From an optimization exercise on the open Yosys and OpenROAD flow, aimed at small area; shortcuts taken in it are not production practice. At most, simulation tests tie the RTL to the original design; equivalence was not proved. No activity file was given, so power comes from the tool's default toggle rates.

==> module qr_dec64, before the edit <==
module qr_dec64 (
   input  logic [7:0]  lo_n,
   input  logic [7:0]  hi_n,
   output logic [63:0] y
);
   for (genvar m = 0; m < 8; m++) begin : g_hi
      for (genvar k = 0; k < 8; k++) begin : g_lo
         assign y[8*m + k] = ~(lo_n[k] | hi_n[m]);
      end
   end
endmodule
==> module qr_frame_tx, before the edit <==
module qr_frame_tx #(
   parameter int DATA_W     = qr_pkg::DATA_W,
   parameter int FRAME_LEN  = qr_pkg::FRAME_LEN,
   parameter int DEPTH      = 64,
   parameter int GAP_CYCLES = 8
) (
   input  logic                i_clk,
   input  logic                i_rst_n,
   input  logic                i_clr,
   input  logic                s_valid,
   input  logic [2*DATA_W-1:0] s_data,
   output logic                s_ready,
   output logic                o_trig,
   output logic [2*DATA_W-1:0] o_data,
   output logic                o_busy,
   output logic [15:0]         o_frame_cnt
);
   localparam int W  = 2*DATA_W;
   localparam int AW = $clog2(DEPTH);
   localparam int CW = AW + 1;
   localparam int PW = $clog2(FRAME_LEN + GAP_CYCLES + 1);
   localparam logic [PW-1:0] LAST_POP = PW'(FRAME_LEN - 2);
   localparam logic [PW-1:0] LAST_TRG = PW'(FRAME_LEN - 1);
   localparam logic [PW-1:0] LAST_PH  = PW'(FRAME_LEN + GAP_CYCLES - 1);
   logic [CW-1:0] count;
   logic [AW-1:0] wr_ptr;
   logic [AW-1:0] rd_ptr;
   logic          busy;
   logic [PW-1:0] pcnt;
   logic          push;
   logic          pop;
   logic          frame_done;
   logic [W-1:0]  rd_word;
   assign s_ready    = i_rst_n && (count != CW'(DEPTH)) && !i_clr;
   assign push       = s_valid && s_ready;
   assign pop        = !i_clr && (busy ? (pcnt <= LAST_POP) : (count >= CW'(FRAME_LEN)));
   assign frame_done = !i_clr && busy && (pcnt == LAST_POP);
   assign o_busy     = busy;
   assign o_trig     = busy && (pcnt <= LAST_TRG);
   localparam int NSL = 16;
   logic [7:0] wlo_n, whi_n, rlo_n, rhi_n;
   always_comb begin
      for (int k = 0; k < 8; k++) begin
         wlo_n[k] = !(push && wr_ptr[2:0] == 3'(k));
         whi_n[k] = !(wr_ptr[5:3] == 3'(k));
         rlo_n[k] = !(rd_ptr[2:0] == 3'(k));
         rhi_n[k] = !(rd_ptr[5:3] == 3'(k));
      end
   end
   for (genvar g = 0; g < W/NSL; g++) begin : g_sl
      logic [DEPTH-1:0] we;
      logic [DEPTH-1:0] rs;
      logic [NSL-1:0]   mem [DEPTH];
      qr_dec64 u_wdec (.lo_n(wlo_n), .hi_n(whi_n), .y(we));
      qr_dec64 u_rdec (.lo_n(rlo_n), .hi_n(rhi_n), .y(rs));
      for (genvar i = 0; i < DEPTH; i++) begin : g_w
         always_ff @(posedge i_clk) begin
            if (we[i]) mem[i] <= s_data[g*NSL +: NSL];
         end
      end
      for (genvar j = g*NSL; j < (g+1)*NSL; j++) begin : g_b
         logic [DEPTH-1:0] d;
         for (genvar i = 0; i < DEPTH; i++) begin : g_w
            assign d[i] = mem[i][j - g*NSL];
         end
         qr_rd_bit u_rd (.sel(rs), .d(d), .take(pop), .hold(o_data[j]), .y(rd_word[j]));
      end
   end
   always_ff @(posedge i_clk or negedge i_rst_n) begin
      if (!i_rst_n) o_data <= '0;
      else          o_data <= rd_word;
   end
   always_ff @(posedge i_clk or negedge i_rst_n) begin
      if (!i_rst_n) begin
         count       <= '0;
         wr_ptr      <= '0;
         rd_ptr      <= '0;
         busy        <= 1'b0;
         pcnt        <= '0;
         o_frame_cnt <= '0;
      end else if (i_clr) begin
         count       <= '0;
         wr_ptr      <= '0;
         rd_ptr      <= '0;
         busy        <= 1'b0;
         pcnt        <= '0;
         o_frame_cnt <= '0;
      end else begin
         if (push) wr_ptr <= wr_ptr + 1'b1;
         if (pop)  rd_ptr <= rd_ptr + 1'b1;
         if (push && !pop)      count <= count + 1'b1;
         else if (pop && !push) count <= count - 1'b1;
         if (busy) begin
            pcnt <= pcnt + 1'b1;
            if (pcnt == LAST_PH) busy <= 1'b0;
         end else if (pop) begin
            busy <= 1'b1;
            pcnt <= '0;
         end
         if (frame_done) o_frame_cnt <= o_frame_cnt + 16'd1;
      end
   end
endmodule
make LEC_CHECK=0 CAP_MARGIN=10 CORE_MARGIN=2 CORE_UTILIZATION=50 CTS_BUF_LIST=sky130_fd_sc_hd__clkbuf_8 CTS_CLUSTER_DIAMETER=50 CTS_CLUSTER_SIZE=18 PLACE_DENSITY=0.65 SLEW_MARGIN=10 SYNTH_HIERARCHICAL=1 finish   # period 4.0 ns
run.sh (not shown) runs the stock make flow with config.mk's settings and CLKGATE_MAP_FILE= SYNTH_SCRIPT=/design/flow/synth_recipe.tcl, a recipe that flattens the netlist after the stock synthesis.
Edit:
--- a/flow/design.v
+++ b/flow/design.v
@@ -47,17 +47,6 @@
    qr_nand2 u_l1_last (.a({sel[63], d[63]}), .y(n[21]));
    qr_rd_tail u_tail (.n(n), .take(take), .hold(hold), .y(y));
 endmodule
-module qr_dec64 (
-   input  logic [7:0]  lo_n,
-   input  logic [7:0]  hi_n,
-   output logic [63:0] y
-);
-   for (genvar m = 0; m < 8; m++) begin : g_hi
-      for (genvar k = 0; k < 8; k++) begin : g_lo
-         assign y[8*m + k] = ~(lo_n[k] | hi_n[m]);
-      end
-   end
-endmodule
 module qr_frame_tx #(
    parameter int DATA_W     = qr_pkg::DATA_W,
    parameter int FRAME_LEN  = qr_pkg::FRAME_LEN,
@@ -82,6 +71,7 @@
    localparam logic [PW-1:0] LAST_POP = PW'(FRAME_LEN - 2);
    localparam logic [PW-1:0] LAST_TRG = PW'(FRAME_LEN - 1);
    localparam logic [PW-1:0] LAST_PH  = PW'(FRAME_LEN + GAP_CYCLES - 1);
+   logic [W-1:0]  mem [DEPTH];
    logic [CW-1:0] count;
    logic [AW-1:0] wr_ptr;
    logic [AW-1:0] rd_ptr;
@@ -90,6 +80,7 @@
    logic          push;
    logic          pop;
    logic          frame_done;
+   logic [DEPTH-1:0] rsel;
    logic [W-1:0]  rd_word;
    assign s_ready    = i_rst_n && (count != CW'(DEPTH)) && !i_clr;
    assign push       = s_valid && s_ready;
@@ -97,34 +88,18 @@
    assign frame_done = !i_clr && busy && (pcnt == LAST_POP);
    assign o_busy     = busy;
    assign o_trig     = busy && (pcnt <= LAST_TRG);
-   localparam int NSL = 16;
-   logic [7:0] wlo_n, whi_n, rlo_n, rhi_n;
+   always_ff @(posedge i_clk) begin
+      if (push) mem[wr_ptr] <= s_data;
+   end
    always_comb begin
-      for (int k = 0; k < 8; k++) begin
-         wlo_n[k] = !(push && wr_ptr[2:0] == 3'(k));
-         whi_n[k] = !(wr_ptr[5:3] == 3'(k));
-         rlo_n[k] = !(rd_ptr[2:0] == 3'(k));
-         rhi_n[k] = !(rd_ptr[5:3] == 3'(k));
+      for (int i = 0; i < DEPTH; i++) rsel[i] = (rd_ptr == AW'(i));
+   end
+   for (genvar j = 0; j < W; j++) begin : g_rd
+      logic [DEPTH-1:0] d;
+      for (genvar i = 0; i < DEPTH; i++) begin : g_w
+         assign d[i] = mem[i][j];
       end
-   end
-   for (genvar g = 0; g < W/NSL; g++) begin : g_sl
-      logic [DEPTH-1:0] we;
-      logic [DEPTH-1:0] rs;
-      logic [NSL-1:0]   mem [DEPTH];
-      qr_dec64 u_wdec (.lo_n(wlo_n), .hi_n(whi_n), .y(we));
-      qr_dec64 u_rdec (.lo_n(rlo_n), .hi_n(rhi_n), .y(rs));
-      for (genvar i = 0; i < DEPTH; i++) begin : g_w
-         always_ff @(posedge i_clk) begin
-            if (we[i]) mem[i] <= s_data[g*NSL +: NSL];
-         end
-      end
-      for (genvar j = g*NSL; j < (g+1)*NSL; j++) begin : g_b
-         logic [DEPTH-1:0] d;
-         for (genvar i = 0; i < DEPTH; i++) begin : g_w
-            assign d[i] = mem[i][j - g*NSL];
-         end
-         qr_rd_bit u_rd (.sel(rs), .d(d), .take(pop), .hold(o_data[j]), .y(rd_word[j]));
-      end
+      qr_rd_bit u_rd (.sel(rsel), .d(d), .take(pop), .hold(o_data[j]), .y(rd_word[j]));
    end
    always_ff @(posedge i_clk or negedge i_rst_n) begin
       if (!i_rst_n) o_data <= '0;
Effect: The changed run went through all stages and came out clean; first-iteration DRC count climbs by about 4%; register-to-register slack got worse by 0.06 ns; count of clock-buffer cells in the layout came out lower by 10; total power drops by about 2.3%; sequential share of layout area climbs by 0.33 points; synthesized cell count decreases by 4.7%; wire length came out higher by 7.8%; via count fell by about 0.75%; worst hold slack improved by 0.17 ns; clock skew grows by 0.021 ns; design area drops by about 0.44%; clock power went down by about 4%; synthesized area decreases by about 1.3%; cell count drops by about 6%.
No functional check of the RTL was part of the first run of this note.

---

## purple
Another version of the RTL of qr_frame_tx (not shown whole).
Size in the first run: roughly 3300 cells after synthesis, ~2100 flip-flops.
==> flow/design.v (excerpt) <==
module qr_frame_tx #(
   parameter int DATA_W     = qr_pkg::DATA_W,
   parameter int FRAME_LEN  = qr_pkg::FRAME_LEN,
   parameter int DEPTH      = 64,
   parameter int GAP_CYCLES = 8
) (
   input  logic                i_clk,
   input  logic                i_rst_n,
   input  logic                i_clr,
   input  logic                s_valid,
   input  logic [2*DATA_W-1:0] s_data,
   output logic                s_ready,
   output logic                o_trig,
   output logic [2*DATA_W-1:0] o_data,
   output logic                o_busy,
   output logic [15:0]         o_frame_cnt
);
==> module qr_frame_tx, before the edit <==
module qr_frame_tx #(
   parameter int DATA_W     = qr_pkg::DATA_W,
   parameter int FRAME_LEN  = qr_pkg::FRAME_LEN,
   parameter int DEPTH      = 64,
   parameter int GAP_CYCLES = 8
) (
   input  logic                i_clk,
   input  logic                i_rst_n,
   input  logic                i_clr,
   input  logic                s_valid,
   input  logic [2*DATA_W-1:0] s_data,
   output logic                s_ready,
   output logic                o_trig,
   output logic [2*DATA_W-1:0] o_data,
   output logic                o_busy,
   output logic [15:0]         o_frame_cnt
);
   localparam int W  = 2*DATA_W;
   localparam int CW = $clog2(DEPTH) + 1;
   localparam int PW = $clog2(FRAME_LEN + GAP_CYCLES + 1);
   localparam logic [PW-1:0] LAST_POP = PW'(FRAME_LEN - 2);
   localparam logic [PW-1:0] LAST_TRG = PW'(FRAME_LEN - 1);
   localparam logic [PW-1:0] LAST_PH  = PW'(FRAME_LEN + GAP_CYCLES - 1);
   logic [W-1:0]     mem [DEPTH];
   logic [CW-1:0]    count;
   logic             busy;
   logic [PW-1:0]    pcnt;
   logic             push;
   logic             pop;
   logic             frame_done;
   logic [DEPTH-1:0] rsel;
   logic [W-1:0]     rd_word;
   assign s_ready    = i_rst_n && (count != CW'(DEPTH)) && !i_clr;
   assign push       = s_valid && s_ready;
   assign pop        = !i_clr && (busy ? (pcnt <= LAST_POP) : (count >= CW'(FRAME_LEN)));
   assign frame_done = !i_clr && busy && (pcnt == LAST_POP);
   assign o_busy     = busy;
   assign o_trig     = busy && (pcnt <= LAST_TRG);
   always_ff @(posedge i_clk) begin
      if (push) begin
         mem[0] <= s_data;
         for (int i = 1; i < DEPTH; i++) mem[i] <= mem[i-1];
      end
   end
   always_comb begin
      for (int i = 0; i < DEPTH; i++) rsel[i] = (count == CW'(i + 1));
   end
   for (genvar j = 0; j < W; j++) begin : g_rd
      logic [DEPTH-1:0] d;
      for (genvar i = 0; i < DEPTH; i++) begin : g_w
         assign d[i] = mem[i][j];
      end
      qr_rd_bit u_rd (.sel(rsel), .d(d), .take(pop), .hold(o_data[j]), .y(rd_word[j]));
   end
   always_ff @(posedge i_clk or negedge i_rst_n) begin
      if (!i_rst_n) o_data <= '0;
      else          o_data <= rd_word;
   end
   always_ff @(posedge i_clk or negedge i_rst_n) begin
      if (!i_rst_n) begin
         count       <= '0;
         busy        <= 1'b0;
         pcnt        <= '0;
         o_frame_cnt <= '0;
      end else if (i_clr) begin
         count       <= '0;
         busy        <= 1'b0;
         pcnt        <= '0;
         o_frame_cnt <= '0;
      end else begin
         if (push && !pop)      count <= count + 1'b1;
         else if (pop && !push) count <= count - 1'b1;
         if (busy) begin
            pcnt <= pcnt + 1'b1;
            if (pcnt == LAST_PH) busy <= 1'b0;
         end else if (pop) begin
            busy <= 1'b1;
            pcnt <= '0;
         end
         if (frame_done) o_frame_cnt <= o_frame_cnt + 16'd1;
      end
   end
endmodule
clock: 4.0 ns
lec_check: 0
cap_margin: 10
core_margin: 2
core_utilization: 50
cts_buf_list: sky130_fd_sc_hd__clkbuf_8
cts_cluster_diameter: 60
cts_cluster_size: 20
place_density: 0.65
slew_margin: 10
synth_hierarchical: 1
standard.sh (not shown) runs the stock make flow with config.mk's settings and CLKGATE_MAP_FILE= SYNTH_SCRIPT=/design/flow/synth_recipe.tcl, a recipe that flattens the netlist after the stock synthesis.
==> flow/flow/run.sh <==
#!/bin/bash
set -euo pipefail
cd "$(dirname "$0")/.."
export CTS_ARGS="-sink_clustering_enable -repair_clock_nets -sink_clustering_size 20 -sink_clustering_max_diameter 60 -buf_list sky130_fd_sc_hd__clkbuf_8 -dont_use_dummy_load"
export BUFFER_PORTS_ARGS="-buffer_cell sky130_fd_sc_hd__buf_1"
bash standard.sh synth > synth.log 2>&1
bash standard.sh finish > layout.log 2>&1
test -f out/final.def
> inputs changed (purple -> orange)
==> flow/design.v, changed modules only <==
module qr_frame_tx #(
   parameter int DATA_W     = qr_pkg::DATA_W,
   parameter int FRAME_LEN  = qr_pkg::FRAME_LEN,
   parameter int DEPTH      = 64,
   parameter int GAP_CYCLES = 8
) (
   input  logic                i_clk,
   input  logic                i_rst_n,
   input  logic                i_clr,
   input  logic                s_valid,
   input  logic [2*DATA_W-1:0] s_data,
   output logic                s_ready,
   output logic                o_trig,
   output logic [2*DATA_W-1:0] o_data,
   output logic                o_busy,
   output logic [15:0]         o_frame_cnt
);
   localparam int W  = 2*DATA_W;
   localparam int AW = $clog2(DEPTH);
   localparam int CW = AW + 1;
   localparam int PW = $clog2(FRAME_LEN + GAP_CYCLES + 1);
   localparam logic [PW-1:0] LAST_POP = PW'(FRAME_LEN - 2);
   localparam logic [PW-1:0] LAST_TRG = PW'(FRAME_LEN - 1);
   localparam logic [PW-1:0] LAST_PH  = PW'(FRAME_LEN + GAP_CYCLES - 1);
   logic [W-1:0]  mem [DEPTH];
   logic [CW-1:0] count;
   logic [AW-1:0] wr_ptr;
   logic [AW-1:0] rd_ptr;
   logic          busy;
   logic [PW-1:0] pcnt;
   logic          push;
   logic          pop;
   logic          frame_done;
   logic [DEPTH-1:0] rsel;
   logic [W-1:0]  rd_word;
   assign s_ready    = i_rst_n && (count != CW'(DEPTH)) && !i_clr;
   assign push       = s_valid && s_ready;
   assign pop        = !i_clr && (busy ? (pcnt <= LAST_POP) : (count >= CW'(FRAME_LEN)));
   assign frame_done = !i_clr && busy && (pcnt == LAST_POP);
   assign o_busy     = busy;
   assign o_trig     = busy && (pcnt <= LAST_TRG);
   always_ff @(posedge i_clk) begin
      if (push) mem[wr_ptr] <= s_data;
   end
   always_comb begin
      for (int i = 0; i < DEPTH; i++) rsel[i] = (rd_ptr == AW'(i));
   end
   for (genvar j = 0; j < W; j++) begin : g_rd
      logic [DEPTH-1:0] d;
      for (genvar i = 0; i < DEPTH; i++) begin : g_w
         assign d[i] = mem[i][j];
      end
      qr_rd_bit u_rd (.sel(rsel), .d(d), .take(pop), .hold(o_data[j]), .y(rd_word[j]));
   end
   always_ff @(posedge i_clk or negedge i_rst_n) begin
      if (!i_rst_n) o_data <= '0;
      else          o_data <= rd_word;
   end
   always_ff @(posedge i_clk or negedge i_rst_n) begin
      if (!i_rst_n) begin
         count       <= '0;
         wr_ptr      <= '0;
         rd_ptr      <= '0;
         busy        <= 1'b0;
         pcnt        <= '0;
         o_frame_cnt <= '0;
      end else if (i_clr) begin
         count       <= '0;
         wr_ptr      <= '0;
         rd_ptr      <= '0;
         busy        <= 1'b0;
         pcnt        <= '0;
         o_frame_cnt <= '0;
      end else begin
         if (push) wr_ptr <= wr_ptr + 1'b1;
         if (pop)  rd_ptr <= rd_ptr + 1'b1;
         if (push && !pop)      count <= count + 1'b1;
         else if (pop && !push) count <= count - 1'b1;
         if (busy) begin
            pcnt <= pcnt + 1'b1;
            if (pcnt == LAST_PH) busy <= 1'b0;
         end else if (pop) begin
            busy <= 1'b1;
            pcnt <= '0;
         end
         if (frame_done) o_frame_cnt <= o_frame_cnt + 16'd1;
      end
   end
endmodule
Findings:
The flow did not stop early for orange: all stages ran, and the layout cleared the timing, design-rule and antenna checks.
Relative to purple, share of synthesized cell area in and, or, nand and nor gates increased by 0.59 points in orange.
Relative to purple, orange degrades final setup slack of the worst path.
Between orange and purple, the difference in count of H-tree levels built during CTS is negligible.
Against purple, orange comes in 150 ps higher on hold slack.
Against purple, orange comes in 0.030 mV higher on worst-case vdd ir drop.
For purple, the source of the critical timing path was count[1], unlike orange, where it was rd_ptr[4].
Sequential share of layout area (lower): orange
Summary of orange over purple: HPWL reported at the end of detailed placement moved up, core utilization moved up, leakage power moved up, total non-filler cell area in the finished layout moved up, register-to-register slack moved down.
Global-route usage for orange is higher than for purple.
Summary of orange over purple: power lost 2.2 mW, via count normalized by instance count lost 0.11.

==> what the ideal ports hide <==
In the flow no input, the clock included, has a driving cell. The finished layouts below were timed again as built, in two steps. Step 1 assumes that a clkbuf_16 drives the clock port and a buf_2 every other input. Step 2 adds t to the input delays and takes it off the output delays; t is the mean of the earliest and latest rising clock arrival at the registers after step 1. Input paths then give back, and output paths get back, about the clock's delay inside the block. a / b / c = ideal ports / drivers / drivers and shift; a / b = the first two.
| run | t (ns) | setup WS [ns] | hold WS [ns] |
|---|---|---|---|
| the first run of note 1 | 1.010 | 0.182 / 0.182 / 0.182 | 0.100 / 0.073 / 0.530 |
| the second run of note 1 | 1.012 | 0.121 / 0.121 / -0.077 | 0.271 / 0.218 / 0.484 |
| purple | 0.968 | 0.185 / 0.111 / 0.292 | 0.088 / 0.035 / 0.369 |
| orange | 0.951 | 0.109 / 0.109 / -0.080 | 0.237 / 0.188 / 0.507 |
With both steps, setup timing fails in the second run of note 1 and orange, where it was met with ideal ports. The setup slack of the second run of note 1, which loses most, moves by 0.000 ns with the drivers and by -0.198 ns with both steps.
